What follows belongs to an exercise in optimizing a design on an open flow for small area, a short achievable clock period and few clock cycles per item; a production flow would make more cautious choices.
Where RTL was checked, it was by simulation tests only, not by an equivalence proof against the original.
No driver is modelled on the clock port, so clocking that relies on it looks cheaper here than on a real chip.

==> 08-03 <==
Design dense_layer, start of the top module:
module dense_layer #(
    parameter int NUM_INPUTS    = 4,
    parameter int NUM_OUTPUTS   = 4,
    parameter int FP_TOTAL_BITS = 16,
    parameter int FP_FRAC_BITS  = 8
) (
    input  logic                                                      clk,
    input  logic                                                      reset,
    input  logic                                                      start,
    input  logic [NUM_INPUTS-1:0][FP_TOTAL_BITS-1:0]                  input_vector,
    input  logic [NUM_OUTPUTS-1:0][NUM_INPUTS-1:0][FP_TOTAL_BITS-1:0] weight_matrix,
    input  logic [NUM_OUTPUTS-1:0][FP_TOTAL_BITS-1:0]                 bias_vector,
    output logic [NUM_OUTPUTS-1:0][FP_TOTAL_BITS-1:0]                 layer_out,
    output logic                                                      busy,
    output logic                                                      done
);
    localparam logic [2:0] C_LAST = 3'd4;
    logic        r_busy, r_done;
    logic        r_shift;    
    logic        r_en;       
    logic [2:0]  r_cnt;
    logic [3:0][7:0] e_one, e_two, e_neg;    
    logic [7:0] e_one0, e_one1, e_one2, e_one3, e_two0, e_two1, e_two2, e_two3, e_neg0, e_neg1, e_neg2, e_neg3;
    assign {e_one3, e_one2, e_one1, e_one0} = e_one;
    assign {e_two3, e_two2, e_two1, e_two0} = e_two;
    assign {e_neg3, e_neg2, e_neg1, e_neg0} = e_neg;
    logic [3:0][15:0] wr0, wr1, wr2, wr3;
    logic [15:0] br0, br1, br2, br3;
    logic [15:0] w0_0, w0_1, w0_2, w0_3, b0r;
    logic [15:0] r_out0, r_out1, r_out2;
    logic [33:0] fa_a, fa_b, sum;
    logic [15:0] r_sum;
    logic        sat_hi, sat_lo, r_sat_hi, r_sat_lo;
    logic [15:0] y;
    always_ff @(posedge clk) begin
        if (!reset) begin
            r_busy  <= 1'b0;
            r_done  <= 1'b0;
            r_cnt   <= '0;
            r_shift <= 1'b0;
            r_en    <= 1'b0;
        end else begin
            r_done  <= 1'b0;
            r_shift <= r_busy | (start & ~r_done);
            r_en    <= r_busy & (r_cnt != C_LAST);
  ...
Settings: LEC_CHECK=0, ABC_AREA=1, CAP_MARGIN=20, CORE_MARGIN=2, CORE_UTILIZATION=40, CTS_CLUSTER_DIAMETER=120, CTS_CLUSTER_SIZE=24, SETUP_SLACK_MARGIN=5, SLEW_MARGIN=20, SYNTH_HIERARCHICAL=1, SYNTH_MINIMUM_KEEP_SIZE=0, TNS_END_PERCENT=0; clock period 10.0 ns.
standard.sh (not shown) runs the stock make flow with config.mk's settings and CLKGATE_MAP_FILE= SYNTH_SCRIPT=/design/flow/synth_recipe.tcl, a recipe that flattens the netlist after the stock synthesis.
==> flow/flow/run.sh <==
#!/bin/bash
# Own flow: the standard layout (standard.sh, unchanged synthesis), with
#  - port buffers of the smallest buffer cell instead of the default delay cell,
#  - the setup repair margin from flow/margin.txt, and any further ORFS make
#    variables listed one per line in flow/extra.txt.
# Every tool writes its full output under orfs/logs/; make's own output goes to flow.log here.
set -uo pipefail
MARGIN=$(cat flow/margin.txt 2>/dev/null || echo 5)
EXTRA=()
if [[ -f flow/extra.txt ]]; then
  while IFS= read -r line; do [[ -n "$line" ]] && EXTRA+=("$line"); done < flow/extra.txt
fi
bash standard.sh finish \
  "BUFFER_PORTS_ARGS=-buffer_cell sky130_fd_sc_hd__buf_1" \
  "SETUP_SLACK_MARGIN=$MARGIN" "${EXTRA[@]}" > flow.log 2>&1
rc=$?
cp -r orfs/logs flow_logs 2>/dev/null || true
exit $rc
==> flow/flow/extra.txt <==
SETUP_MOVE_SEQUENCE=unbuffer,sizeup,swap
==> flow/flow/margin.txt <==
6.0
==> 02-24: changes against 08-03 <==
==> flow/flow/run.sh (replaced) <==
#!/bin/bash
# Own flow: the standard layout (standard.sh, unchanged synthesis), with
#  - port buffers of the smallest buffer cell instead of the default delay cell,
#  - the setup repair margin from flow/margin.txt and further ORFS make variables
#    from flow/extra.txt (one per line),
#  - after clock tree synthesis, one extra clock buffer in front of the pipeline registers
#    (pipe1*, which only talk to other registers) per clock leaf net, so that they are clocked
#    a little later: useful skew between the two register-to-register pipeline stages
#    (flow/skew.tcl). Input and output registers keep the clock tree as built.
# Every tool writes its full output to a log: make's to flow_cts.log and flow.log, the skew
# step's to skew.log, ORFS's own per-step logs under orfs/logs/.
set -uo pipefail
MARGIN=$(cat flow/margin.txt 2>/dev/null || echo 5)
EXTRA=()
if [[ -f flow/extra.txt ]]; then
  while IFS= read -r line; do [[ -n "$line" ]] && EXTRA+=("$line"); done < flow/extra.txt
fi
ARGS=("BUFFER_PORTS_ARGS=-buffer_cell sky130_fd_sc_hd__buf_1" "SETUP_SLACK_MARGIN=$MARGIN" "${EXTRA[@]}")
bash standard.sh cts "${ARGS[@]}" > flow_cts.log 2>&1 || exit 1
R=orfs/results/sky130hd/dense_layer/base
SKEW_IN=$R/4_cts.odb SKEW_OUT=$R/4_cts_skew.odb openroad -no_init -exit flow/skew.tcl > skew.log 2>&1 || exit 1
cp $R/4_cts_skew.odb $R/4_cts.odb
bash standard.sh finish "${ARGS[@]}" > flow.log 2>&1
rc=$?
cp -r orfs/logs flow_logs 2>/dev/null || true
exit $rc
==> flow/flow/skew.tcl (new file) <==
# Delay the clock of the pipeline registers (pipe1*, reg-to-reg only) by one clock buffer
# per clock leaf net that reaches them.
set in_odb $::env(SKEW_IN)
set out_odb $::env(SKEW_OUT)
read_db $in_odb
set db [ord::get_db]
set block [ord::get_db_block]
set groups [dict create]
foreach inst [$block getInsts] {
  if {[string match "pipe1*" [$inst getName]]} {
    set it [$inst findITerm CLK]
    dict lappend groups [[$it getNet] getName] $inst
  }
}
set i 0
dict for {nname insts} $groups {
  set net [$block findNet $nname]
  set n [llength $insts]
  if {$n <= 4} { set cell sky130_fd_sc_hd__clkbuf_4 } elseif {$n <= 14} { set cell sky130_fd_sc_hd__clkbuf_8 } else { set cell sky130_fd_sc_hd__clkbuf_16 }
  set buf [odb::dbInst_create $block [$db findMaster $cell] skew_buf_$i]
  set nn [odb::dbNet_create $block skew_clk_$i]
  $nn setSigType CLOCK
  [$buf findITerm A] connect $net
  [$buf findITerm X] connect $nn
  set sx 0; set sy 0; set n 0
  foreach inst $insts {
    set it [$inst findITerm CLK]
    $it disconnect
    $it connect $nn
    set loc [$inst getLocation]
    set sx [expr {$sx + [lindex $loc 0]}]; set sy [expr {$sy + [lindex $loc 1]}]; incr n
  }
  $buf setLocation [expr {$sx / $n}] [expr {$sy / $n}]
  $buf setPlacementStatus PLACED
  puts "skew: $nname -> skew_clk_$i ($cell) with $n flops"
  incr i
}
global_connect
detailed_placement
check_placement -verbose
write_db $out_odb
==> summary.txt <==
	02-24	08-03
Status	timing/DRC/antenna clean	timing/DRC/antenna clean
Number of detailed-routing iterations run before antenna repair	6	5
Share of layout cells above drive strength 1	3.816%	3.313%
Detailed-route via count	29915	30052
Area of combinational cells with multiple inputs	0.02464 mm²	0.02460 mm²
Non-clock buffer share of cell area	4.668%	4.294%
Setup WS post-layout	5.931 ns	5.811 ns
Biggest cell delay along the critical path	1.09 ns	1.08 ns
Data arrival time at the worst-slack endpoint	4.69 ns	4.70 ns
Worst hold slack	0.4226 ns	0.4233 ns
Testbench counts of 08-03, summed over its fixed seeds: cycles 3,576, items 512.
Testbench counts of 02-24, summed over its fixed seeds: cycles 3,576, items 512.

* * *

==> inputs of build 64 <==
dense_layer again, from the RTL that the note above started with.
export LEC_CHECK = 0
export ABC_AREA = 1
export CAP_MARGIN = 20
export CORE_MARGIN = 2
export CORE_UTILIZATION = 40
export CTS_CLUSTER_DIAMETER = 120
export CTS_CLUSTER_SIZE = 24
export SETUP_SLACK_MARGIN = 5
export SLEW_MARGIN = 20
export SYNTH_HIERARCHICAL = 1
export SYNTH_MINIMUM_KEEP_SIZE = 0
export TNS_END_PERCENT = 0
create_clock -name core_clock -period 10.0 [get_ports {clk}]
==> flow/flow/run.sh <==
#!/bin/bash
# Own flow: the standard layout (standard.sh, unchanged synthesis), with
#  - port buffers of the smallest buffer cell instead of the default delay cell,
#  - the setup repair margin from flow/margin.txt and further ORFS make variables
#    from flow/extra.txt (one per line),
#  - after clock tree synthesis, two extra clock buffers in front of the pipeline registers
#    (pipe1*, which only talk to other registers) per clock leaf net, so that they are clocked
#    a little later: useful skew between the two register-to-register pipeline stages
#    (flow/skew.tcl). Input and output registers keep the clock tree as built.
# Every tool writes its full output to a log: make's to flow_cts.log and flow.log, the skew
# step's to skew.log, ORFS's own per-step logs under orfs/logs/.
set -uo pipefail
MARGIN=$(cat flow/margin.txt 2>/dev/null || echo 5)
EXTRA=()
if [[ -f flow/extra.txt ]]; then
  while IFS= read -r line; do [[ -n "$line" ]] && EXTRA+=("$line"); done < flow/extra.txt
fi
ARGS=("BUFFER_PORTS_ARGS=-buffer_cell sky130_fd_sc_hd__buf_1" "SETUP_SLACK_MARGIN=$MARGIN" "${EXTRA[@]}")
bash standard.sh cts "${ARGS[@]}" > flow_cts.log 2>&1 || exit 1
R=orfs/results/sky130hd/dense_layer/base
SKEW_IN=$R/4_cts.odb SKEW_OUT=$R/4_cts_skew.odb openroad -no_init -exit flow/skew.tcl > skew.log 2>&1 || exit 1
cp $R/4_cts_skew.odb $R/4_cts.odb
bash standard.sh finish "${ARGS[@]}" > flow.log 2>&1
rc=$?
cp -r orfs/logs flow_logs 2>/dev/null || true
exit $rc
==> flow/flow/skew.tcl <==
# Delay the clock of the pipeline registers (pipe1*, reg-to-reg only) by two clock buffers
# per clock leaf net that reaches them.
set in_odb $::env(SKEW_IN)
set out_odb $::env(SKEW_OUT)
read_db $in_odb
set db [ord::get_db]
set block [ord::get_db_block]
set groups [dict create]
foreach inst [$block getInsts] {
  if {[string match "pipe1*" [$inst getName]]} {
    set it [$inst findITerm CLK]
    dict lappend groups [[$it getNet] getName] $inst
  }
}
set i 0
dict for {nname insts} $groups {
  set net [$block findNet $nname]
  set n [llength $insts]
  if {$n <= 4} { set cell sky130_fd_sc_hd__clkbuf_4 } elseif {$n <= 14} { set cell sky130_fd_sc_hd__clkbuf_8 } else { set cell sky130_fd_sc_hd__clkbuf_16 }
  set buf [odb::dbInst_create $block [$db findMaster $cell] skew_buf_$i]
  set nn [odb::dbNet_create $block skew_clk_$i]
  $nn setSigType CLOCK
  # a small buffer in front adds a little more delay
  set pre [odb::dbInst_create $block [$db findMaster sky130_fd_sc_hd__clkbuf_1] skew_pre_$i]
  set pn [odb::dbNet_create $block skew_pre_clk_$i]
  $pn setSigType CLOCK
  [$pre findITerm A] connect $net
  [$pre findITerm X] connect $pn
  [$buf findITerm A] connect $pn
  [$buf findITerm X] connect $nn
  set sx 0; set sy 0; set n 0
  foreach inst $insts {
    set it [$inst findITerm CLK]
    $it disconnect
    $it connect $nn
    set loc [$inst getLocation]
    set sx [expr {$sx + [lindex $loc 0]}]; set sy [expr {$sy + [lindex $loc 1]}]; incr n
  }
  $buf setLocation [expr {$sx / $n}] [expr {$sy / $n}]
  $buf setPlacementStatus PLACED
  $pre setLocation [expr {$sx / $n}] [expr {$sy / $n}]
  $pre setPlacementStatus PLACED
  puts "skew: $nname -> skew_clk_$i ($cell) with $n flops"
  incr i
}
global_connect
detailed_placement
check_placement -verbose
write_db $out_odb
Scripts as last shown in full above: flow/flow/extra.txt, flow/flow/margin.txt
==> trial 98: changes against build 64 <==
--- a/flow/flow/run.sh
+++ b/flow/flow/run.sh
@@ -5,3 +5,3 @@
 #    from flow/extra.txt (one per line),
-#  - after clock tree synthesis, two extra clock buffers in front of the pipeline registers
+#  - after clock tree synthesis, one extra clock buffer in front of the pipeline registers
 #    (pipe1*, which only talk to other registers) per clock leaf net, so that they are clocked
--- a/flow/flow/skew.tcl
+++ b/flow/flow/skew.tcl
@@ -1,2 +1,2 @@
-# Delay the clock of the pipeline registers (pipe1*, reg-to-reg only) by two clock buffers
+# Delay the clock of the pipeline registers (pipe1*, reg-to-reg only) by one clock buffer
 # per clock leaf net that reaches them.
@@ -23,3 +23,3 @@
   # a small buffer in front adds a little more delay
-  set pre [odb::dbInst_create $block [$db findMaster sky130_fd_sc_hd__clkbuf_1] skew_pre_$i]
+  set pre [odb::dbInst_create $block [$db findMaster sky130_fd_sc_hd__clkbuf_2] skew_pre_$i]
   set pn [odb::dbNet_create $block skew_pre_clk_$i]
==> build 21: changes against build 64 <==
--- a/flow/flow/skew.tcl
+++ b/flow/flow/skew.tcl
@@ -23,3 +23,3 @@
   # a small buffer in front adds a little more delay
-  set pre [odb::dbInst_create $block [$db findMaster sky130_fd_sc_hd__clkbuf_1] skew_pre_$i]
+  set pre [odb::dbInst_create $block [$db findMaster sky130_fd_sc_hd__clkbuf_2] skew_pre_$i]
   set pn [odb::dbNet_create $block skew_pre_clk_$i]
==> trial 6: changes against build 64 <==
==> flow/flow/margin.txt (replaced) <==
6.3
--- a/flow/flow/skew.tcl
+++ b/flow/flow/skew.tcl
@@ -23,3 +23,3 @@
   # a small buffer in front adds a little more delay
-  set pre [odb::dbInst_create $block [$db findMaster sky130_fd_sc_hd__clkbuf_1] skew_pre_$i]
+  set pre [odb::dbInst_create $block [$db findMaster sky130_fd_sc_hd__clkbuf_2] skew_pre_$i]
   set pn [odb::dbNet_create $block skew_pre_clk_$i]
==> comparison <==
In design area, trial 98 and build 64 hardly differ.
Global-route usage: build 21 is lower than trial 6 (0.43 points).
In via count, trial 98 and build 64 hardly differ.
Routed wire length is the same in build 21 and trial 98.
Between build 64 and trial 6, the lower register-to-register slack is in trial 6 (gap 0.06 ns).
In trial 6 the core utilization is higher than in build 21, by 0.27 points.
Between build 21 and trial 6, the lower sequential share of layout area is in trial 6 (gap 0.18 points).
Trial 6 finished with timing, DRC and antenna clean. Build 64 ran to the end with no violations. Trial 98 ran to the end with no violations. Build 21 went through all stages and came out clean.
Testbench counts of build 64, summed over its fixed seeds: cycles 3,576, items 512.
Testbench counts of trial 98, summed over its fixed seeds: cycles 3,576, items 512.
Testbench counts of build 21, summed over its fixed seeds: cycles 3,576, items 512.
Testbench counts of trial 6, summed over its fixed seeds: cycles 3,576, items 512.

* * *

==> run P: inputs <==
Another version of the RTL of dense_layer (not shown whole).
Settings: LEC_CHECK=0, ABC_AREA=1, CAP_MARGIN=20, CORE_MARGIN=2, CORE_UTILIZATION=40, CTS_CLUSTER_DIAMETER=120, CTS_CLUSTER_SIZE=24, SETUP_SLACK_MARGIN=5, SLEW_MARGIN=20, SYNTH_HIERARCHICAL=1, SYNTH_MINIMUM_KEEP_SIZE=0, TNS_END_PERCENT=0; clock period 10.0 ns.
==> flow/flow/run.sh <==
#!/bin/bash
# Own flow: the standard layout (standard.sh, unchanged synthesis), with
#  - port buffers of the smallest buffer cell instead of the default delay cell,
#  - the setup repair margin from flow/margin.txt, and any further ORFS make
#    variables listed one per line in flow/extra.txt.
# Every tool writes its full output under orfs/logs/; make's own output goes to flow.log here.
set -uo pipefail
MARGIN=$(cat flow/margin.txt 2>/dev/null || echo 5)
EXTRA=()
if [[ -f flow/extra.txt ]]; then
  while IFS= read -r line; do [[ -n "$line" ]] && EXTRA+=("$line"); done < flow/extra.txt
fi
bash standard.sh finish \
  "BUFFER_PORTS_ARGS=-buffer_cell sky130_fd_sc_hd__buf_1" \
  "SETUP_SLACK_MARGIN=$MARGIN" "${EXTRA[@]}" > flow.log 2>&1
rc=$?
cp -r orfs/logs flow_logs 2>/dev/null || true
exit $rc
==> flow/flow/margin.txt <==
6.0
Scripts as last shown in full above: flow/flow/extra.txt
==> run G (differences from run P) <==
==> flow/flow/run.sh (replaced) <==
#!/bin/bash
# Own flow: the standard layout (standard.sh, unchanged synthesis), with
#  - port buffers of the smallest buffer cell instead of the default delay cell,
#  - the setup repair margin from flow/margin.txt and further ORFS make variables
#    from flow/extra.txt (one per line),
#  - after clock tree synthesis, one extra clock buffer in front of the pipeline registers
#    (pipe1*, which only talk to other registers) per clock leaf net, so that they are clocked
#    a little later: useful skew between the two register-to-register pipeline stages
#    (flow/skew.tcl). Input and output registers keep the clock tree as built.
# Every tool writes its full output to a log: make's to flow_cts.log and flow.log, the skew
# step's to skew.log, ORFS's own per-step logs under orfs/logs/.
set -uo pipefail
MARGIN=$(cat flow/margin.txt 2>/dev/null || echo 5)
EXTRA=()
if [[ -f flow/extra.txt ]]; then
  while IFS= read -r line; do [[ -n "$line" ]] && EXTRA+=("$line"); done < flow/extra.txt
fi
ARGS=("BUFFER_PORTS_ARGS=-buffer_cell sky130_fd_sc_hd__buf_1" "SETUP_SLACK_MARGIN=$MARGIN" "${EXTRA[@]}")
bash standard.sh cts "${ARGS[@]}" > flow_cts.log 2>&1 || exit 1
R=orfs/results/sky130hd/dense_layer/base
SKEW_IN=$R/4_cts.odb SKEW_OUT=$R/4_cts_skew.odb openroad -no_init -exit flow/skew.tcl > skew.log 2>&1 || exit 1
cp $R/4_cts_skew.odb $R/4_cts.odb
bash standard.sh finish "${ARGS[@]}" > flow.log 2>&1
rc=$?
cp -r orfs/logs flow_logs 2>/dev/null || true
exit $rc
==> flow/flow/skew.tcl (new file) <==
# Delay the clock of the pipeline registers (pipe1*, reg-to-reg only) by one clock buffer
# per clock leaf net that reaches them.
set in_odb $::env(SKEW_IN)
set out_odb $::env(SKEW_OUT)
read_db $in_odb
set db [ord::get_db]
set block [ord::get_db_block]
set groups [dict create]
foreach inst [$block getInsts] {
  if {[string match "pipe1*" [$inst getName]]} {
    set it [$inst findITerm CLK]
    dict lappend groups [[$it getNet] getName] $inst
  }
}
set i 0
dict for {nname insts} $groups {
  set net [$block findNet $nname]
  set n [llength $insts]
  if {$n <= 4} { set cell sky130_fd_sc_hd__clkbuf_4 } elseif {$n <= 14} { set cell sky130_fd_sc_hd__clkbuf_8 } else { set cell sky130_fd_sc_hd__clkbuf_16 }
  set buf [odb::dbInst_create $block [$db findMaster $cell] skew_buf_$i]
  set nn [odb::dbNet_create $block skew_clk_$i]
  $nn setSigType CLOCK
  [$buf findITerm A] connect $net
  [$buf findITerm X] connect $nn
  set sx 0; set sy 0; set n 0
  foreach inst $insts {
    set it [$inst findITerm CLK]
    $it disconnect
    $it connect $nn
    set loc [$inst getLocation]
    set sx [expr {$sx + [lindex $loc 0]}]; set sy [expr {$sy + [lindex $loc 1]}]; incr n
  }
  $buf setLocation [expr {$sx / $n}] [expr {$sy / $n}]
  $buf setPlacementStatus PLACED
  puts "skew: $nname -> skew_clk_$i ($cell) with $n flops"
  incr i
}
global_connect
detailed_placement
check_placement -verbose
write_db $out_odb
==> run D (differences from run P) <==
==> flow/flow/run.sh (replaced) <==
#!/bin/bash
# Own flow: the standard layout (standard.sh, unchanged synthesis), with
#  - port buffers of the smallest buffer cell instead of the default delay cell,
#  - the setup repair margin from flow/margin.txt and further ORFS make variables
#    from flow/extra.txt (one per line),
#  - after clock tree synthesis, one extra clock buffer in front of the pipeline registers
#    (pipe1*, which only talk to other registers) per clock leaf net, so that they are clocked
#    a little later: useful skew between the two register-to-register pipeline stages
#    (flow/skew.tcl). Input and output registers keep the clock tree as built.
# Every tool writes its full output to a log: make's to flow_cts.log and flow.log, the skew
# step's to skew.log, ORFS's own per-step logs under orfs/logs/.
set -uo pipefail
MARGIN=$(cat flow/margin.txt 2>/dev/null || echo 5)
EXTRA=()
if [[ -f flow/extra.txt ]]; then
  while IFS= read -r line; do [[ -n "$line" ]] && EXTRA+=("$line"); done < flow/extra.txt
fi
ARGS=("BUFFER_PORTS_ARGS=-buffer_cell sky130_fd_sc_hd__buf_1" "SETUP_SLACK_MARGIN=$MARGIN" "${EXTRA[@]}")
bash standard.sh cts "${ARGS[@]}" > flow_cts.log 2>&1 || exit 1
R=orfs/results/sky130hd/dense_layer/base
SKEW_IN=$R/4_cts.odb SKEW_OUT=$R/4_cts_skew.odb openroad -no_init -exit flow/skew.tcl > skew.log 2>&1 || exit 1
cp $R/4_cts_skew.odb $R/4_cts.odb
bash standard.sh finish "${ARGS[@]}" > flow.log 2>&1
rc=$?
cp -r orfs/logs flow_logs 2>/dev/null || true
exit $rc
==> flow/flow/skew.tcl (new file) <==
# Delay the clock of the pipeline registers (pipe1*, reg-to-reg only) by one clock buffer
# per clock leaf net that reaches them.
set in_odb $::env(SKEW_IN)
set out_odb $::env(SKEW_OUT)
read_db $in_odb
set db [ord::get_db]
set block [ord::get_db_block]
set groups [dict create]
foreach inst [$block getInsts] {
  if {[string match "pipe1*" [$inst getName]]} {
    set it [$inst findITerm CLK]
    dict lappend groups [[$it getNet] getName] $inst
  }
}
set i 0
dict for {nname insts} $groups {
  set net [$block findNet $nname]
  set n [llength $insts]
  if {$n <= 4} { set cell sky130_fd_sc_hd__clkbuf_4 } elseif {$n <= 14} { set cell sky130_fd_sc_hd__clkbuf_8 } else { set cell sky130_fd_sc_hd__clkbuf_16 }
  set buf [odb::dbInst_create $block [$db findMaster $cell] skew_buf_$i]
  set nn [odb::dbNet_create $block skew_clk_$i]
  $nn setSigType CLOCK
  # a small buffer in front adds a little more delay
  set pre [odb::dbInst_create $block [$db findMaster sky130_fd_sc_hd__clkbuf_2] skew_pre_$i]
  set pn [odb::dbNet_create $block skew_pre_clk_$i]
  $pn setSigType CLOCK
  [$pre findITerm A] connect $net
  [$pre findITerm X] connect $pn
  [$buf findITerm A] connect $pn
  [$buf findITerm X] connect $nn
  set sx 0; set sy 0; set n 0
  foreach inst $insts {
    set it [$inst findITerm CLK]
    $it disconnect
    $it connect $nn
    set loc [$inst getLocation]
    set sx [expr {$sx + [lindex $loc 0]}]; set sy [expr {$sy + [lindex $loc 1]}]; incr n
  }
  $buf setLocation [expr {$sx / $n}] [expr {$sy / $n}]
  $buf setPlacementStatus PLACED
  $pre setLocation [expr {$sx / $n}] [expr {$sy / $n}]
  $pre setPlacementStatus PLACED
  puts "skew: $nname -> skew_clk_$i ($cell) with $n flops"
  incr i
}
global_connect
detailed_placement
check_placement -verbose
write_db $out_odb
==> summary.txt <==
n_diodes 4; multi-input combinational area share 54.5%; fin nets 5364; outcome timing/DRC/antenna clean; WP data required 10.73 ns; routing usage on met3 5.09%; Non-clock buffers 474; Rel. slew slack 31.8%; worst slew pin tran 1.02 ns; RR Endpoint pipe1[61]; Total GRT Usage 25.7%
Source of the figures above: run D

==> summary.txt <==
max reg flops 108; Rel. slew slack 31.6%; RSZ-0062 raised after global routing true; multi-input combinational area share 54.5%; n_diodes 4; fin nets 5355; RR Endpoint pipe1[13]; outcome timing/DRC/antenna clean; reg-to-reg startpoint e_one[8]; placed inst area 43700 um2; routing usage on met3 5.04%; initial antenna violation count 6; Max Fclk 247 MHz; Synth Flop Type dfxtp_1; Pre-Repair DR Iteration Count 6; worst slew pin tran 1.03 ns; Post-synth EDFFs 194; register-to-register setup slack 5.96 ns; WP data required 10.63 ns; Total GRT Usage 25.6%
Source of the figures above: run G

==> summary.txt <==
outcome timing/DRC/antenna clean; Non-clock buffers 456; row cnt 117; WP data required 10.51 ns; n_diodes 3; Rel. slew slack 31.7%; Total GRT Usage 25.6%; Clock Latency Late Sink 0.63 ns; routed via count 30006; multi-input combinational area share 54.8%; placed inst area 43700 um2; RR Endpoint pipe1[22]; Post-synth ARST share 0%; routing usage on met3 4.95%
Source of the figures above: run P

Function was not checked in any run of this note: the RTL went through the layout flow alone.

==> afterwards: timing with drivers on the ports <==
In the flow no input, the clock included, has a driving cell. The finished layouts below were timed again as built, in two steps.
Step 1 assumes that a clkbuf_16 drives the clock port and a buf_2 every other input.
Step 2, shift: input delay + t, output delay - t, t = (earliest + latest rising clock arrival at the registers) / 2. This alone moves slack from input paths to output paths.
a / b / c = no drivers / after step 1 / after step 2; a / b = the first two.
| run | t (ns) | slack for setup (ns) | hold WS [ns] | clock arrival spread, ns |
|---|---|---|---|---|
| 08-03 | 0.685 | 5.811 / 5.811 / 5.811 | 0.423 / 0.423 / 0.423 | 0.035 / 0.035 |
| 02-24 | 0.750 | 5.931 / 5.931 / 5.931 | 0.423 / 0.423 / 0.423 | 0.181 / 0.181 |
| build 64 | 0.825 | 6.055 / 6.055 / 6.055 | 0.416 / 0.416 / 0.416 | 0.334 / 0.334 |
| trial 98 | 0.808 | 6.028 / 6.028 / 6.028 | 0.417 / 0.417 / 0.417 | 0.290 / 0.290 |
| build 21 | 0.808 | 6.028 / 6.028 / 6.028 | 0.417 / 0.417 / 0.417 | 0.290 / 0.290 |
| trial 6 | 0.808 | 5.997 / 5.997 / 5.997 | 0.423 / 0.423 / 0.423 | 0.288 / 0.288 |
| run P | 0.693 | 5.922 / 5.922 / 5.922 | 0.416 / 0.416 / 0.416 | 0.028 / 0.029 |
| run G | 0.746 | 5.958 / 5.958 / 5.958 | 0.415 / 0.415 / 0.415 | 0.177 / 0.177 |
| run D | 0.795 | 6.069 / 6.069 / 6.069 | 0.416 / 0.416 / 0.416 | 0.275 / 0.276 |
Clock arrivals are far apart in build 64, so t is only a midpoint there and step 2 fits no single register.
